Background: an optimization exercise with open tools, aiming at small area, a short achievable clock period and few clock cycles. Do not read the settings as production practice. At most, simulation tests tie the RTL to the original design; equivalence was not proved. No activity file was given, so power comes from the tool's default toggle rates.

v23:
## udp_bridge_top
module udp_bridge_top #(
	parameter udp_bridge_pkg::mac_addr_t LOCAL_MAC       = udp_bridge_pkg::DEF_LOCAL_MAC,
	parameter udp_bridge_pkg::ip_addr_t  LOCAL_IP        = udp_bridge_pkg::DEF_LOCAL_IP,
	parameter udp_bridge_pkg::ip_addr_t  BCAST_IP        = udp_bridge_pkg::DEF_BCAST_IP,
	parameter udp_bridge_pkg::udp_port_t LOCAL_PORT      = udp_bridge_pkg::DEF_LOCAL_PORT,
	parameter int                        FIFO_ADDR_WIDTH = 4
) (
	input  logic                         clk,
	input  logic                         rst_n,
	input  logic                         tx_axis_tvalid,
	output logic                         tx_axis_tready,
	input  udp_bridge_pkg::stream_data_t tx_axis_tdata,
	input  udp_bridge_pkg::stream_keep_t tx_axis_tkeep,
	input  logic                         tx_axis_tlast,
	output logic                         rx_axis_tvalid,
	input  logic                         rx_axis_tready,
	output udp_bridge_pkg::stream_data_t rx_axis_tdata,
	output udp_bridge_pkg::stream_keep_t rx_axis_tkeep,
	output logic                         rx_axis_tlast,
	output logic                         udp_tx_tvalid,
	output logic                         udp_tx_tlast,
	output udp_bridge_pkg::stream_keep_t udp_tx_tkeep,
	output udp_bridge_pkg::stream_data_t udp_tx_tdata,
	output udp_bridge_pkg::mac_addr_t    udp_tx_mac_src,
  ...
Settings: LEC_CHECK=0, CAP_MARGIN=20, CORE_AREA=2 2 143 143, DIE_AREA=0 0 145 145, SETUP_SLACK_MARGIN=2.75, SLEW_MARGIN=20; clock period 5.0 ns.
standard.sh (not shown) runs the stock make flow with config.mk's settings and CLKGATE_MAP_FILE= SYNTH_SCRIPT=/design/flow/synth_recipe.tcl, a recipe that flattens the netlist after the stock synthesis.
==> flow/flow/run.sh <==
#!/bin/bash
# The standard ORFS flow (the standard.sh, unchanged synthesis), with:
#  - ports buffered with the smallest buffer instead of the default choice
#  - clock tree built from larger clusters, without dummy loads
#  - the constant outputs driven from one shared tie cell
set -euo pipefail
export BUFFER_PORTS_ARGS="-buffer_cell sky130_fd_sc_hd__buf_1"
export PLACE_PINS_ARGS="-min_distance 1 -min_distance_in_tracks"
export CTS_ARGS="-sink_clustering_enable -repair_clock_nets -dont_use_dummy_load -sink_clustering_size 30 -sink_clustering_max_diameter 80 -buf_list {sky130_fd_sc_hd__clkbuf_4 sky130_fd_sc_hd__clkbuf_8 sky130_fd_sc_hd__clkbuf_16}"
bash standard.sh floorplan > standard_floorplan.log 2>&1
R=orfs/results/sky130hd/udp_bridge_top/base
printf 'read_db %s\nsource flow/share_ties.tcl\nwrite_db %s\n' $R/2_floorplan.odb $R/2_floorplan.odb > share_ties_run.tcl
openroad -no_init -exit share_ties_run.tcl > share_ties.log 2>&1
bash standard.sh finish > standard.log 2>&1
Other scripts of this flow, unchanged in this note and not shown: flow/flow/share_ties.tcl
v23 closes out successfully: all stages finished, all timing, DRC and antenna checks passed.
diff inputs: v23 => v46
Settings: putting ABC_AREA at 1 where nothing was set; swapping 2.75 for 2.6 in SETUP_SLACK_MARGIN.
Findings:
Looking at the reports, v46 completed the entire flow and the layout it produced met the timing, design-rule and antenna checks. Diff v23 and v46: first-iteration DRC count higher in v23. Compared with v23, v46 supports a higher clock frequency. Register-to-register setup slack deteriorates in v46 relative to v23. Of v46 and v23, it is v46 that has the lower fraction of met2 tracks used by global routing.
Edits applied to the flow inputs when going from v46 to v58:
Settings: changing SETUP_SLACK_MARGIN from 2.6 to 2.75.
--- outcome ---
v58 went all the way through the flow, and no timing, DRC or antenna check failed.
Relative to v46, core utilization has increased by 1.4 points in v58.
v58 vs. v46: actual slew at the worst max-slew pin saw a decrease, cell leakage power saw an increase, first-iteration DRC count saw an increase, setup slack saw an increase.
Looking at highest clock frequency the design can meet, v58 sits about 1% above v46.
Summary of the comparison: global routing usage summed across all routing layers is higher in v58, relative to v46.
~same logic gate share of total power in v46 and v58
Function was not checked in any run of this note: the RTL went through the layout flow alone.


The RTL this note starts from:
==> flow/design.v <==
package udp_bridge_pkg;
	typedef logic [63:0] stream_data_t;
	typedef logic [7:0]  stream_keep_t;
	typedef logic [47:0] mac_addr_t;
	typedef logic [31:0] ip_addr_t;
	typedef logic [15:0] udp_port_t;
	typedef enum logic [1:0] {
		RX_IDLE,                            
		RX_PASS,                            
		RX_DROP                             
	} rx_state_e;
	typedef enum logic {
		TX_IDLE,                            
		TX_DATA                             
	} tx_state_e;
	localparam mac_addr_t DEF_LOCAL_MAC  = 48'hba0203040506;
	localparam ip_addr_t  DEF_LOCAL_IP   = 32'hc0a8006f;     
	localparam ip_addr_t  DEF_BCAST_IP   = 32'hc0a800ff;     
	localparam udp_port_t DEF_LOCAL_PORT = 16'd10086;        
	localparam mac_addr_t BCAST_MAC      = 48'hffffffffffff;
endpackage
`timescale 1ns/100ps
`timescale 1ns/100ps
`timescale 1ns/100ps
`timescale 1ns/100ps
module udp_bridge_top #(
	parameter udp_bridge_pkg::mac_addr_t LOCAL_MAC       = udp_bridge_pkg::DEF_LOCAL_MAC,
	parameter udp_bridge_pkg::ip_addr_t  LOCAL_IP        = udp_bridge_pkg::DEF_LOCAL_IP,
	parameter udp_bridge_pkg::ip_addr_t  BCAST_IP        = udp_bridge_pkg::DEF_BCAST_IP,
	parameter udp_bridge_pkg::udp_port_t LOCAL_PORT      = udp_bridge_pkg::DEF_LOCAL_PORT,
	parameter int                        FIFO_ADDR_WIDTH = 4
) (
	input  logic                         clk,
	input  logic                         rst_n,
	input  logic                         tx_axis_tvalid,
	output logic                         tx_axis_tready,
	input  udp_bridge_pkg::stream_data_t tx_axis_tdata,
	input  udp_bridge_pkg::stream_keep_t tx_axis_tkeep,
	input  logic                         tx_axis_tlast,
	output logic                         rx_axis_tvalid,
	input  logic                         rx_axis_tready,
	output udp_bridge_pkg::stream_data_t rx_axis_tdata,
	output udp_bridge_pkg::stream_keep_t rx_axis_tkeep,
	output logic                         rx_axis_tlast,
	output logic                         udp_tx_tvalid,
	output logic                         udp_tx_tlast,
	output udp_bridge_pkg::stream_keep_t udp_tx_tkeep,
	output udp_bridge_pkg::stream_data_t udp_tx_tdata,
	output udp_bridge_pkg::mac_addr_t    udp_tx_mac_src,
	output udp_bridge_pkg::mac_addr_t    udp_tx_mac_dest,
	output udp_bridge_pkg::ip_addr_t     udp_tx_ip_src,
	output udp_bridge_pkg::ip_addr_t     udp_tx_ip_dest,
	output udp_bridge_pkg::udp_port_t    udp_tx_port_src,
	output udp_bridge_pkg::udp_port_t    udp_tx_port_dest,
	input  logic                         udp_tx_tready,
	input  logic                         udp_rx_tvalid,
	input  logic                         udp_rx_tlast,
	input  udp_bridge_pkg::stream_keep_t udp_rx_tkeep,
	input  udp_bridge_pkg::stream_data_t udp_rx_tdata,
	input  udp_bridge_pkg::mac_addr_t    udp_rx_mac_src,
	input  udp_bridge_pkg::ip_addr_t     udp_rx_ip_src,
	input  udp_bridge_pkg::ip_addr_t     udp_rx_ip_dest,
	input  udp_bridge_pkg::udp_port_t    udp_rx_port_src,
	input  udp_bridge_pkg::udp_port_t    udp_rx_port_dest,
	output logic                         udp_rx_tready
);
	logic        rx_v;
	logic [72:0] rx_q;
	logic        rx_in_pkt;       
	logic        rx_acc_q;        
	logic        accept;
	logic        pass;
	logic        rx_xfer;
	logic        rx_first_acc;
	assign accept = (udp_rx_port_dest == LOCAL_PORT) &&
	                ((udp_rx_ip_dest == LOCAL_IP) || (udp_rx_ip_dest == BCAST_IP));
	assign pass   = rx_in_pkt ? rx_acc_q : accept;
	assign udp_rx_tready = !rx_v || rx_axis_tready;
	assign rx_xfer       = udp_rx_tvalid && udp_rx_tready;
	assign rx_first_acc  = rx_xfer && !rx_in_pkt && accept;
	always_ff @(posedge clk or negedge rst_n) begin
		if (!rst_n) begin
			rx_v      <= 1'b0;
			rx_in_pkt <= 1'b0;
			rx_acc_q  <= 1'b0;
		end else begin
			if (udp_rx_tready)
				rx_v <= rx_xfer && pass;
			if (rx_xfer) begin
				rx_in_pkt <= !udp_rx_tlast;
				rx_acc_q  <= pass;
			end
		end
	end
	always_ff @(posedge clk) begin
		if (udp_rx_tready)
			rx_q <= {udp_rx_tlast, udp_rx_tkeep, udp_rx_tdata};
	end
	assign rx_axis_tvalid = rx_v;
	assign {rx_axis_tlast, rx_axis_tkeep, rx_axis_tdata} = rx_q;
	udp_bridge_pkg::mac_addr_t peer_mac;
	udp_bridge_pkg::ip_addr_t  peer_ip;
	udp_bridge_pkg::udp_port_t peer_port;
	udp_bridge_pkg::mac_addr_t peer_mac_n;
	udp_bridge_pkg::ip_addr_t  peer_ip_n;
	udp_bridge_pkg::udp_port_t peer_port_n;
	assign peer_mac_n  = rx_first_acc ? udp_rx_mac_src  : peer_mac;
	assign peer_ip_n   = rx_first_acc ? udp_rx_ip_src   : peer_ip;
	assign peer_port_n = rx_first_acc ? udp_rx_port_src : peer_port;
	always_ff @(posedge clk or negedge rst_n) begin
		if (!rst_n) begin
			peer_mac  <= udp_bridge_pkg::BCAST_MAC;
			peer_ip   <= BCAST_IP;
			peer_port <= LOCAL_PORT;
		end else begin
			peer_mac  <= peer_mac_n;
			peer_ip   <= peer_ip_n;
			peer_port <= peer_port_n;
		end
	end
	logic        tx_v;
	logic [72:0] tx_q;
	logic        tx_in_pkt;       
	udp_bridge_pkg::mac_addr_t hdr_mac;
	udp_bridge_pkg::ip_addr_t  hdr_ip;
	udp_bridge_pkg::udp_port_t hdr_port;
	assign tx_axis_tready = !tx_v || udp_tx_tready;
	always_ff @(posedge clk or negedge rst_n) begin
		if (!rst_n) begin
			tx_v      <= 1'b0;
			tx_in_pkt <= 1'b0;
		end else begin
			if (tx_axis_tready)
				tx_v <= tx_axis_tvalid;
			if (tx_axis_tvalid && tx_axis_tready)
				tx_in_pkt <= !tx_axis_tlast;
		end
	end
	always_ff @(posedge clk) begin
		if (tx_axis_tready)
			tx_q <= {tx_axis_tlast, tx_axis_tkeep, tx_axis_tdata};
	end
	always_ff @(posedge clk) begin
		if (tx_axis_tready && !tx_in_pkt) begin
			hdr_mac  <= peer_mac_n;
			hdr_ip   <= peer_ip_n;
			hdr_port <= peer_port_n;
		end
	end
	assign udp_tx_tvalid = tx_v;
	assign {udp_tx_tlast, udp_tx_tkeep, udp_tx_tdata} = tx_q;
	assign udp_tx_mac_src   = LOCAL_MAC;
	assign udp_tx_ip_src    = LOCAL_IP;
	assign udp_tx_port_src  = LOCAL_PORT;
	assign udp_tx_mac_dest  = hdr_mac;
	assign udp_tx_ip_dest   = hdr_ip;
	assign udp_tx_port_dest = hdr_port;
endmodule
clock: 5.0 ns
lec_check: 0
abc_area: 1
cap_margin: 20
core_area: 2 2 143 143
die_area: 0 0 145 145
setup_slack_margin: 2.75
slew_margin: 20
==> flow/flow/run.sh <==
#!/bin/bash
# The standard ORFS flow (the standard.sh, unchanged synthesis), with:
#  - ports buffered with the smallest buffer instead of the default choice
#  - clock tree built from larger clusters, without dummy loads
#  - the constant outputs driven from one shared tie cell
set -euo pipefail
export BUFFER_PORTS_ARGS="-buffer_cell sky130_fd_sc_hd__buf_1"
export PLACE_PINS_ARGS="-min_distance 1 -min_distance_in_tracks"
export CTS_ARGS="-sink_clustering_enable -repair_clock_nets -dont_use_dummy_load -sink_clustering_size 30 -sink_clustering_max_diameter 100 -buf_list {sky130_fd_sc_hd__clkbuf_16}"
bash standard.sh floorplan > standard_floorplan.log 2>&1
R=orfs/results/sky130hd/udp_bridge_top/base
printf 'read_db %s\nsource flow/share_ties.tcl\nwrite_db %s\n' $R/2_floorplan.odb $R/2_floorplan.odb > share_ties_run.tcl
openroad -no_init -exit share_ties_run.tcl > share_ties.log 2>&1
bash standard.sh finish > standard.log 2>&1
Other scripts of this flow, unchanged in this note and not shown: flow/flow/share_ties.tcl
The starting point ran to the end with no violations.
Testbench counts at the start, summed over its fixed seeds: cycles 8,840.
Edit:
--- a/flow/flow/run.sh
+++ b/flow/flow/run.sh
@@ -6,6 +6,5 @@
 set -euo pipefail
 export BUFFER_PORTS_ARGS="-buffer_cell sky130_fd_sc_hd__buf_1"
-export PLACE_PINS_ARGS="-min_distance 1 -min_distance_in_tracks"
-export CTS_ARGS="-sink_clustering_enable -repair_clock_nets -dont_use_dummy_load -sink_clustering_size 30 -sink_clustering_max_diameter 100 -buf_list {sky130_fd_sc_hd__clkbuf_16}"
+export CTS_ARGS="-sink_clustering_enable -repair_clock_nets -dont_use_dummy_load -sink_clustering_size 30 -sink_clustering_max_diameter 80 -buf_list {sky130_fd_sc_hd__clkbuf_4 sky130_fd_sc_hd__clkbuf_8 sky130_fd_sc_hd__clkbuf_16}"
 bash standard.sh floorplan > standard_floorplan.log 2>&1
 R=orfs/results/sky130hd/udp_bridge_top/base
ABC_AREA = not set   (was 1)
ABC_CLOCK_PERIOD_IN_PS = 300   (was not set)
CORE_AREA = 2 2 220 220   (was 2 2 143 143)
DIE_AREA = 0 0 222 222   (was 0 0 145 145)
SETUP_SLACK_MARGIN = 2.6   (was 2.75)
Outcome: Maximum frequency decreases by 12%. Worst setup slack loses 0.32 ns. Final cell count increases by 8.2%. Combinational power decreases by 12%.
Edit:
--- a/flow/flow/run.sh
+++ b/flow/flow/run.sh
@@ -4,6 +4,9 @@
 #  - clock tree built from larger clusters, without dummy loads
 #  - the constant outputs driven from one shared tie cell
+#  - the ready inputs and outputs placed as adjacent pins, with the logic
+#    between them moved next to them after global placement
 set -euo pipefail
 export BUFFER_PORTS_ARGS="-buffer_cell sky130_fd_sc_hd__buf_1"
+export PLACE_PINS_ARGS="-min_distance 1 -min_distance_in_tracks -group_pins {udp_tx_tready tx_axis_tready} -group_pins {rx_axis_tready udp_rx_tready}"
 export CTS_ARGS="-sink_clustering_enable -repair_clock_nets -dont_use_dummy_load -sink_clustering_size 30 -sink_clustering_max_diameter 80 -buf_list {sky130_fd_sc_hd__clkbuf_4 sky130_fd_sc_hd__clkbuf_8 sky130_fd_sc_hd__clkbuf_16}"
 bash standard.sh floorplan > standard_floorplan.log 2>&1
@@ -11,3 +14,6 @@
 printf 'read_db %s\nsource flow/share_ties.tcl\nwrite_db %s\n' $R/2_floorplan.odb $R/2_floorplan.odb > share_ties_run.tcl
 openroad -no_init -exit share_ties_run.tcl > share_ties.log 2>&1
+bash standard.sh $PWD/$R/3_3_place_gp.odb > standard_place_gp.log 2>&1
+printf 'read_db %s\nsource flow/nudge.tcl\nwrite_db %s\n' $R/3_3_place_gp.odb $R/3_3_place_gp.odb > nudge_run.tcl
+openroad -no_init -exit nudge_run.tcl > nudge.log 2>&1
 bash standard.sh finish > standard.log 2>&1
==> flow/flow/nudge.tcl (new file) <==
# Move the combinational cells that drive the two ready outputs (the cone
# between the ready input's port buffer and the ready output's port buffer)
# next to the output pin, so these port-to-port paths get short wires.
# Detailed placement legalizes them afterwards.
set block [ord::get_db_block]
set core [$block getCoreArea]
proc is_seq {inst} {
  foreach it [$inst getITerms] { if {[[$it getMTerm] getName] eq "CLK"} { return 1 } }
  return 0
}
foreach outp {tx_axis_tready udp_rx_tready} {
  set bt [$block findBTerm $outp]
  if {$bt eq "NULL"} { continue }
  set bb [$bt getBBox]
  set px [expr {([$bb xMin] + [$bb xMax]) / 2}]
  set py [expr {([$bb yMin] + [$bb yMax]) / 2}]
  set x [expr {max([$core xMin] + 2000, min([$core xMax] - 8000, $px))}]
  set y [expr {max([$core yMin] + 2000, min([$core yMax] - 4000, $py))}]
  set frontier [list [$bt getNet]]
  set seen {}
  for {set d 0} {$d < 4} {incr d} {
    set next {}
    foreach n $frontier {
      foreach it [$n getITerms] {
        if {![$it isOutputSignal]} { continue }
        set inst [$it getInst]
        if {[lsearch -exact $seen [$inst getName]] >= 0} { continue }
        if {[is_seq $inst]} { continue }
        lappend seen [$inst getName]
        $inst setLocation $x $y
        $inst setPlacementStatus PLACED
        foreach jt [$inst getITerms] {
          if {[$jt isInputSignal] && [$jt getNet] ne "NULL"} { lappend next [$jt getNet] }
        }
      }
    }
    set frontier $next
  }
  puts "nudge $outp: moved $seen to [expr {$x/1000.0}] [expr {$y/1000.0}]"
}
ABC_AREA = 1   (was not set)
ABC_CLOCK_PERIOD_IN_PS = not set   (was 300)
CORE_AREA = 2 2 143 143   (was 2 2 220 220)
DIE_AREA = 0 0 145 145   (was 0 0 222 222)
SETUP_SLACK_MARGIN = 2.75   (was 2.6)
Final area shrinks by 3.8%.
Die area shrinks by 57%.
Clock skew shrinks by 0.027 ns.
Power shrinks by 3.3%.
Count of clock-buffer cells in the layout shrinks by 5.
Wire length shrinks by 12%.
Non-clock buffer count shrinks by 14.
Worst setup slack improves by 0.32 ns.
First-iteration DRC count grows by 61%.
Critical path depth shrinks by 4.
Synthesized cell count grows by 43%.
Edit:
==> flow/flow/run.sh (replaced) <==
#!/bin/bash
# The standard ORFS flow (the standard.sh, unchanged synthesis), with:
#  - ports buffered with the smallest buffer instead of the default choice
#  - clock tree built from larger clusters, without dummy loads
#  - the constant outputs driven from one shared tie cell
set -euo pipefail
export BUFFER_PORTS_ARGS="-buffer_cell sky130_fd_sc_hd__buf_1"
export CTS_ARGS="-sink_clustering_enable -repair_clock_nets -dont_use_dummy_load -sink_clustering_size 30 -sink_clustering_max_diameter 80 -buf_list {sky130_fd_sc_hd__clkbuf_4 sky130_fd_sc_hd__clkbuf_8 sky130_fd_sc_hd__clkbuf_16}"
bash standard.sh floorplan > standard_floorplan.log 2>&1
R=orfs/results/sky130hd/udp_bridge_top/base
printf 'read_db %s\nsource flow/share_ties.tcl\nwrite_db %s\n' $R/2_floorplan.odb $R/2_floorplan.odb > share_ties_run.tcl
openroad -no_init -exit share_ties_run.tcl > share_ties.log 2>&1
bash standard.sh finish > standard.log 2>&1
ABC_AREA = not set   (was 1)
CORE_AREA = 2 2 220 220   (was 2 2 143 143)
DIE_AREA = 0 0 222 222   (was 0 0 145 145)
SETUP_SLACK_MARGIN = 2.6   (was 2.75)
removed: flow/flow/nudge.tcl
Register-to-register slack degrades by 0.12 ns.
Clock-buffer cell count grows by 5.
Synthesized area shrinks by 2.1%.

==> port drivers added, routing unchanged <==
No port has a modelled driver above. Below, the same layouts with a new extraction and two added sets of constraints.
Step 1: set_driving_cell puts a clkbuf_16 on clk and a buf_2 on each other input, an assumption about the parent block.
Step 2 times the ports against the registers' clock, not the clock port: input delays grow and output delays shrink by t, the midpoint of the rising clock arrivals with the driver on.
a / b / c = ideal / step 1 / step 2; a / b = the first two.
| run | t (ns) | slack for setup (ns) | slew at the worst register clock pin (ns) | worst data-port slew with drivers (ns) | pins driven straight from the clock port |
|---|---|---|---|---|---|
| v23 | 0.536 | 2.510 / 2.476 / 1.995 | 0.12 / 0.12 | 0.12 | 1 |
| v46 | 0.524 | 2.614 / 2.556 / 2.240 | 0.11 / 0.11 | 0.08 | 1 |
| v58 | 0.538 | 2.638 / 2.588 / 2.259 | 0.11 / 0.11 | 0.10 | 1 |
| the first run of note 2 | 0.523 | 2.674 / 2.610 / 2.262 | 0.11 / 0.11 | 0.09 | 1 |
| the second run of note 2 | 0.565 | 2.359 / 2.380 / 1.815 | 0.11 / 0.11 | 0.18 | 1 |
| the third run of note 2 | 0.514 | 2.684 / 2.636 / 2.214 | 0.11 / 0.11 | 0.09 | 1 |
| the fourth run of note 2 | 0.565 | 2.359 / 2.380 / 1.815 | 0.11 / 0.11 | 0.18 | 1 |
After both steps setup and hold are still met in every run listed.
